Source: an optimization exercise on an open RTL-to-GDS flow (aim: a short achievable clock period and few clock cycles). Production flows keep margins and buffers that such runs may drop.
Function was checked by simulation only, so behaviour that the tests miss may differ from the original.
Power is estimated from default activity; no workload was simulated.

==> 12-24: inputs <==
==> flow/design.v (excerpt) <==
module pipelineCpu
(
	input  logic        CLK,
	input  logic        reset,
	input  logic [31:0] startPc,
	output logic [31:0] instrAddr,
	input  logic [31:0] instr,
	output logic        wbEn,
	output logic [4:0]  wbReg,
	output logic [31:0] wbData
);
==> module pipelineCpu, before the edit <==
module pipelineCpu
(
	input  logic        CLK,
	input  logic        reset,
	input  logic [31:0] startPc,
	output logic [31:0] instrAddr,
	input  logic [31:0] instr,
	output logic        wbEn,
	output logic [4:0]  wbReg,
	output logic [31:0] wbData
);
	logic [31:0] pc, pc4, nextPc;
	logic        xRedirect;
	logic [31:0] xTarget;
	logic [5:0]  dOp, dFn;
	logic [4:0]  dRs, dRt, dRd, dDest;
	logic        dRType, dAluR, dAddi, dLw, dSw, dBeq, dJ, dWrites, dUseImm, dPredT;
	logic [31:0] dImm, dBrTarget, dJumpTarget, dReadA, dReadB;
	logic [4:0]  dAluSel;  
	logic        dLdHaz;
	logic [7:0]  dAddrByte;
	logic        xValid, xWrites;
	logic [4:0]  xDest;
	assign instrAddr = pc;
	assign pc4       = pc + 32'd4;
	assign dOp = instr[31:26];
	assign dFn = instr[5:0];
	assign dRs = instr[25:21];
	assign dRt = instr[20:16];
	assign dRd = instr[15:11];
	assign dRType  = (dOp == 6'h00);
	assign dAddi   = (dOp == 6'h08);
	assign dLw     = (dOp == 6'h23);
	assign dSw     = (dOp == 6'h2b);
	assign dBeq    = (dOp == 6'h04);
	assign dJ      = (dOp == 6'h02);
	assign dAluSel = {dRType && dFn == 6'h2a, dRType && dFn == 6'h25, dRType && dFn == 6'h24,
		dRType && dFn == 6'h22, (dRType && dFn == 6'h20) || dAddi || dLw || dSw};
	assign dAluR   = dRType && (|dAluSel[4:1] || dFn == 6'h20);
	assign dWrites = dAluR || dAddi || dLw;
	assign dUseImm = dAddi || dLw || dSw;
	assign dDest   = dRType ? dRd : dRt;
	assign dImm    = {{16{instr[15]}}, instr[15:0]};
	assign dBrTarget   = pc4 + {dImm[29:0], 2'b00};
	assign dJumpTarget = {pc4[31:28], instr[25:0], 2'b00};
	logic [1:0] bht [64];
	logic [5:0] xBhtIdx;
	assign dPredT      = dBeq && ((dRs == dRt) || instr[15] || bht[pc[7:2]][1]);
	always_comb begin
		if (xRedirect)
			nextPc = xTarget;
		else if (dLdHaz)
			nextPc = pc;
		else if (dJ)
			nextPc = dJumpTarget;
		else if (dPredT)
			nextPc = dBrTarget;
		else
			nextPc = pc4;
	end
	always_ff @(posedge CLK) begin
		if (reset)
			pc <= startPc;
		else
			pc <= nextPc;
	end
	logic [31:0] regs [32];
	logic        wWrite;
	assign wWrite = wbEn && (wbReg != 5'd0);
	assign dReadA = (wWrite && wbReg == dRs) ? wbData : regs[dRs];
	assign dReadB = (wWrite && wbReg == dRt) ? wbData : regs[dRt];
	assign dAddrByte = dReadA[7:0] + instr[7:0];
	assign dLdHaz    = dLw && xValid && xWrites && (xDest == dRs) && (dRs != 5'd0);
	always_ff @(posedge CLK) begin
		if (reset) begin
			for (int i = 0; i < 32; i++)
				regs[i] <= '0;
		end else if (wWrite) begin
			regs[wbReg] <= wbData;
		end
	end
	logic        xLw, xSw, xBeq, xPredT, xFwdA, xFwdB, xFwdS;
	logic [4:0]  xAluSel;
	logic [5:0]  xPreAddr;
	logic [31:0] xA, xB, xS, xImm, xBrTarget, xPc4;
	always_ff @(posedge CLK) begin
		xValid    <= !reset && !xRedirect && !dJ && !dLdHaz;
		xWrites   <= dWrites;
		xLw       <= dLw;
		xSw       <= dSw;
		xBeq      <= dBeq;
		xPredT    <= dPredT;
		xAluSel   <= dAluSel;
		xDest     <= dDest;
		xA        <= dReadA;
		xB        <= dUseImm ? dImm : dReadB;
		xS        <= dReadB;
		xImm      <= dImm;
		xPreAddr  <= dAddrByte[7:2];
		xBrTarget <= dBrTarget;
		xPc4      <= pc4;
		xBhtIdx   <= pc[7:2];
		xFwdA     <= xValid && xWrites && (xDest == dRs) && (dRs != 5'd0);
		xFwdB     <= xValid && xWrites && (xDest == dRt) && (dRt != 5'd0) && !dUseImm;
		xFwdS     <= xValid && xWrites && (xDest == dRt) && (dRt != 5'd0);
	end
	logic [31:0] opA, opB, opS, sum, diff, aluRes, ldData, xResult;
	logic        slt, eq;
	logic [7:0]  stAddrByte;
	logic [5:0]  stAddr;
	logic [31:0] dmem [64];
	assign opA  = xFwdA ? wbData : xA;
	assign opB  = xFwdB ? wbData : xB;
	assign opS  = xFwdS ? wbData : xS;
	assign sum  = opA + opB;
	assign diff = opA - opB;
	assign slt  = $signed(opA) < $signed(opB);
	assign eq   = (opA == opB);
	always_comb begin
		aluRes = '0;
		if (xAluSel[0]) aluRes = aluRes | sum;
		if (xAluSel[1]) aluRes = aluRes | diff;
		if (xAluSel[2]) aluRes = aluRes | (opA & opB);
		if (xAluSel[3]) aluRes = aluRes | (opA | opB);
		if (xAluSel[4]) aluRes = aluRes | {31'd0, slt};
	end
	assign stAddrByte = wbData[7:0] + xImm[7:0];
	assign stAddr     = xFwdA ? stAddrByte[7:2] : xPreAddr;
	assign ldData     = dmem[xPreAddr];
	assign xResult  = xLw ? ldData : aluRes;
	always_ff @(posedge CLK) begin
		if (!reset && xValid && xSw)
			dmem[stAddr] <= opS;
	end
	assign xRedirect = xValid && xBeq && (eq != xPredT);
	always_ff @(posedge CLK) begin
		if (reset) begin
			for (int i = 0; i < 64; i++)
				bht[i] <= 2'b01;
		end else if (xValid && xBeq) begin
			if (eq && bht[xBhtIdx] != 2'b11)
				bht[xBhtIdx] <= bht[xBhtIdx] + 2'd1;
			else if (!eq && bht[xBhtIdx] != 2'b00)
				bht[xBhtIdx] <= bht[xBhtIdx] - 2'd1;
		end
	end
	assign xTarget   = eq ? xBrTarget : xPc4;
	always_ff @(posedge CLK) begin
		wbEn   <= !reset && xValid && xWrites;
		wbReg  <= xDest;
		wbData <= xResult;
	end
endmodule
export LEC_CHECK = 0
export ABC_CLOCK_PERIOD_IN_PS = 2500
export CAP_MARGIN = 20
export CORE_MARGIN = 2
export CORE_UTILIZATION = 40
export SETUP_SLACK_MARGIN = 5
export SLEW_MARGIN = 20
create_clock -name core_clock -period 8.0 [get_ports {CLK}]
run.sh (not shown) runs the stock make flow with config.mk's settings and CLKGATE_MAP_FILE= SYNTH_SCRIPT=/design/flow/synth_recipe.tcl, a recipe that flattens the netlist after the stock synthesis.
==> inputs of 08-08, as changes to 12-24 <==
--- a/flow/design.v
+++ b/flow/design.v
@@ -39,5 +39,5 @@
 );
-	logic [31:0] pc, pc4, nextPc;
+	logic [31:0] pc, pc4, nextPc, seqPc;
 	logic        xRedirect;
-	logic [31:0] xTarget;
+	logic [31:0] xAltPc;
 	logic [5:0]  dOp, dFn;
@@ -71,3 +71,16 @@
 	assign dImm    = {{16{instr[15]}}, instr[15:0]};
-	assign dBrTarget   = pc4 + {dImm[29:0], 2'b00};
+	logic [16:0] brLow;
+	logic [13:0] pcHi, pcHiInc, pcHiDec, brHi;
+	prefixAdd #(.W(16), .L(4)) brLowAdd_i (
+		.a(pc[17:2]), .b(instr[15:0]), .cin(1'b1), .sum(brLow[15:0]), .cout(brLow[16])
+	);
+	assign pcHi    = pc[31:18];
+	assign pcHiInc = pcHi + 14'd1;
+	assign pcHiDec = pcHi - 14'd1;
+	logic brInc, brDec, brSame;
+	assign brInc  = !instr[15] && brLow[16];
+	assign brDec  = instr[15] && !brLow[16];
+	assign brSame = instr[15] == brLow[16];
+	assign brHi   = ({14{brInc}} & pcHiInc) | ({14{brDec}} & pcHiDec) | ({14{brSame}} & pcHi);
+	assign dBrTarget   = {brHi, brLow[15:0], 2'b00};
 	assign dJumpTarget = {pc4[31:28], instr[25:0], 2'b00};
@@ -75,15 +88,16 @@
 	logic [5:0] xBhtIdx;
-	assign dPredT      = dBeq && ((dRs == dRt) || instr[15] || bht[pc[7:2]][1]);
+	logic [1:0] dBhtVal, xBhtVal;
+	assign dBhtVal = bht[pc[7:2]];
+	assign dPredT  = dBeq && ((dRs == dRt) || instr[15] || dBhtVal[1]);
 	always_comb begin
-		if (xRedirect)
-			nextPc = xTarget;
-		else if (dLdHaz)
-			nextPc = pc;
+		if (dLdHaz)
+			seqPc = pc;
 		else if (dJ)
-			nextPc = dJumpTarget;
+			seqPc = dJumpTarget;
 		else if (dPredT)
-			nextPc = dBrTarget;
+			seqPc = dBrTarget;
 		else
-			nextPc = pc4;
-	end
+			seqPc = pc4;
+	end
+	assign nextPc = xRedirect ? xAltPc : seqPc;
 	always_ff @(posedge CLK) begin
@@ -109,8 +123,11 @@
 	end
-	logic        xLw, xSw, xBeq, xPredT, xFwdA, xFwdB, xFwdS;
+	logic        xLw, xSw, xBeqV, xPredT, xFwdA, xFwdB, xFwdS;
 	logic [4:0]  xAluSel;
 	logic [5:0]  xPreAddr;
-	logic [31:0] xA, xB, xS, xImm, xBrTarget, xPc4;
-	always_ff @(posedge CLK) begin
-		xValid    <= !reset && !xRedirect && !dJ && !dLdHaz;
+	logic [31:0] xA, xB, xS, xImm;
+	logic        dIssue;
+	assign dIssue = !xRedirect && !dJ && !dLdHaz;
+	always_ff @(posedge CLK) begin
+		xValid    <= !reset && dIssue;
+		xBeqV     <= !reset && dIssue && dBeq;
 		xWrites   <= dWrites;
@@ -118,3 +135,2 @@
 		xSw       <= dSw;
-		xBeq      <= dBeq;
 		xPredT    <= dPredT;
@@ -127,5 +143,5 @@
 		xPreAddr  <= dAddrByte[7:2];
-		xBrTarget <= dBrTarget;
-		xPc4      <= pc4;
+		xAltPc    <= dPredT ? pc4 : dBrTarget;
 		xBhtIdx   <= pc[7:2];
+		xBhtVal   <= dBhtVal;
 		xFwdA     <= xValid && xWrites && (xDest == dRs) && (dRs != 5'd0);
@@ -135,3 +151,3 @@
 	logic [31:0] opA, opB, opS, sum, diff, aluRes, ldData, xResult;
-	logic        slt, eq;
+	logic        slt, eq, eqRR, eqWR, eqRW;
 	logic [7:0]  stAddrByte;
@@ -145,3 +161,2 @@
 	assign slt  = $signed(opA) < $signed(opB);
-	assign eq   = (opA == opB);
 	always_comb begin
@@ -157,3 +172,3 @@
 	assign ldData     = dmem[xPreAddr];
-	assign xResult  = xLw ? ldData : aluRes;
+	assign xResult    = xLw ? ldData : aluRes;
 	always_ff @(posedge CLK) begin
@@ -162,3 +177,14 @@
 	end
-	assign xRedirect = xValid && xBeq && (eq != xPredT);
+	assign eqRR = (xA == xB);
+	assign eqWR = (wbData == xB);
+	assign eqRW = (xA == wbData);
+	always_comb begin
+		case ({xFwdA, xFwdB})
+			2'b00:   eq = eqRR;
+			2'b10:   eq = eqWR;
+			2'b01:   eq = eqRW;
+			default: eq = 1'b1;
+		endcase
+	end
+	assign xRedirect = xBeqV && (eq != xPredT);
 	always_ff @(posedge CLK) begin
@@ -167,10 +193,9 @@
 				bht[i] <= 2'b01;
-		end else if (xValid && xBeq) begin
-			if (eq && bht[xBhtIdx] != 2'b11)
-				bht[xBhtIdx] <= bht[xBhtIdx] + 2'd1;
-			else if (!eq && bht[xBhtIdx] != 2'b00)
-				bht[xBhtIdx] <= bht[xBhtIdx] - 2'd1;
+		end else if (xBeqV) begin
+			if (eq)
+				bht[xBhtIdx] <= (xBhtVal == 2'b11) ? 2'b11 : xBhtVal + 2'd1;
+			else
+				bht[xBhtIdx] <= (xBhtVal == 2'b00) ? 2'b00 : xBhtVal - 2'd1;
 		end
 	end
-	assign xTarget   = eq ? xBrTarget : xPc4;
 	always_ff @(posedge CLK) begin
@@ -181 +206,35 @@
 endmodule
+module prefixAdd
+#(
+	parameter int W = 32,
+	parameter int L = 5    
+) (
+	input  logic [W-1:0] a,
+	input  logic [W-1:0] b,
+	input  logic         cin,
+	output logic [W-1:0] sum,
+	output logic         cout
+);
+	logic [W-1:0] g [L+1];
+	logic [W-1:0] p [L+1];
+	logic [W:0]   c;
+	assign g[0] = a & b;
+	assign p[0] = a ^ b;
+	for (genvar l = 0; l < L; l++) begin : level
+		for (genvar i = 0; i < W; i++) begin : bit_
+			if (i >= (1 << l)) begin : merge
+				assign g[l+1][i] = g[l][i] | (p[l][i] & g[l][i - (1 << l)]);
+				assign p[l+1][i] = p[l][i] & p[l][i - (1 << l)];
+			end else begin : pass
+				assign g[l+1][i] = g[l][i];
+				assign p[l+1][i] = p[l][i];
+			end
+		end
+	end
+	assign c[0] = cin;
+	for (genvar i = 1; i <= W; i++) begin : carry
+		assign c[i] = g[L][i-1] | (p[L][i-1] & cin);
+	end
+	assign sum  = p[0] ^ c[W-1:0];
+	assign cout = c[W];
+endmodule
==> results.txt <==
12-24 passed the timing, design-rule and antenna checks. 08-08 completed with no timing, DRC or antenna violations.
In core utilization, 08-08 and 12-24 hardly differ.
In sequential power, 08-08 and 12-24 hardly differ.
Of 12-24 and 08-08, 08-08 has the higher critical path depth (gap 3).
Against 12-24, the setup slack of 08-08 is higher by 0.098 ns.
Against 08-08, the non-clock buffer count of 12-24 is lower by 50.
In 08-08 the combinational power is smaller than in 12-24, by about 6%.
Between 08-08 and 12-24, the lower hold slack is in 12-24 (gap 0.11 ns).
Of 08-08 and 12-24, 08-08 has the higher global-route usage (gap 0.20 points).
==> figures <==
| quantity | 08-08 | 12-24 |
|---|---|---|
| Run status | no timing/DRC/antenna violations | no timing/DRC/antenna violations |
| Leakage power total | 69.58 nW | 69.23 nW |
| Sequential fraction of the synthesis area | 65.30% | 65.39% |
| Measured slew at the worst slew-check pin | 1.197 ns | 1.151 ns |
| Switching power share of the total | 28.59% | 29.17% |
| YS warnings | 4 | 1 |
| DPL Wire Length | 279,400 um | 274,500 um |
| Worst clock skew | 0.08580 ns | 0.09583 ns |
| Fin area | 202,500 um^2 | 203,700 um^2 |
| Parity-gate share of the synthesized area counting xor and xnor cells | 0.8975% | 0.5341% |
| Post-Place Cell Area | 164,500 um^2 | 166,200 um^2 |
| Minimum hold slack | 0.4932 ns | 0.3802 ns |
| Non-Filler Instances | 15,680 | 15,480 |
| RD Place Congestion | 0.8783 | 0.8578 |
| Final core utilization | 52.47% | 52.44% |
| Number of cells in the design after placement | 13,790 | 13,630 |
| Global-route wire length before repair | 793,100 um | 792,000 um |
| Peak supply drop | 0.1797 mV | 0.1898 mV |
Testbench counts of 12-24, summed over its fixed seeds: cycles 21,874.
Testbench counts of 08-08, summed over its fixed seeds: cycles 21,874.

==> re-timing with driven ports <==
Ports are ideal in the flow. The routed layouts listed here were re-timed in OpenROAD. Step 1 assumes that a clkbuf_16 drives the clock port and a buf_2 every other input. Step 2 adds t to the input delays and takes it off the output delays; t is the mean of the earliest and latest rising clock arrival at the registers after step 1. Input paths then give back, and output paths get back, about the clock's delay inside the block. a / b / c = no drivers / after step 1 / after step 2; a / b = the first two.
run	t, ns	setup WS [ns]	clock arrival spread, ns	worst register clock-pin slew, ns	worst data-port slew with drivers (ns)
12-24	1.076	3.791 / 3.780 / 2.704	0.109 / 0.110	0.08 / 0.08	0.47
08-08	1.082	3.889 / 3.825 / 2.743	0.085 / 0.086	0.08 / 0.08	0.48
After both steps every run listed still meets setup and hold. The setup slack of 08-08, which loses most, moves by -0.064 ns with the drivers and by -1.146 ns with both steps.
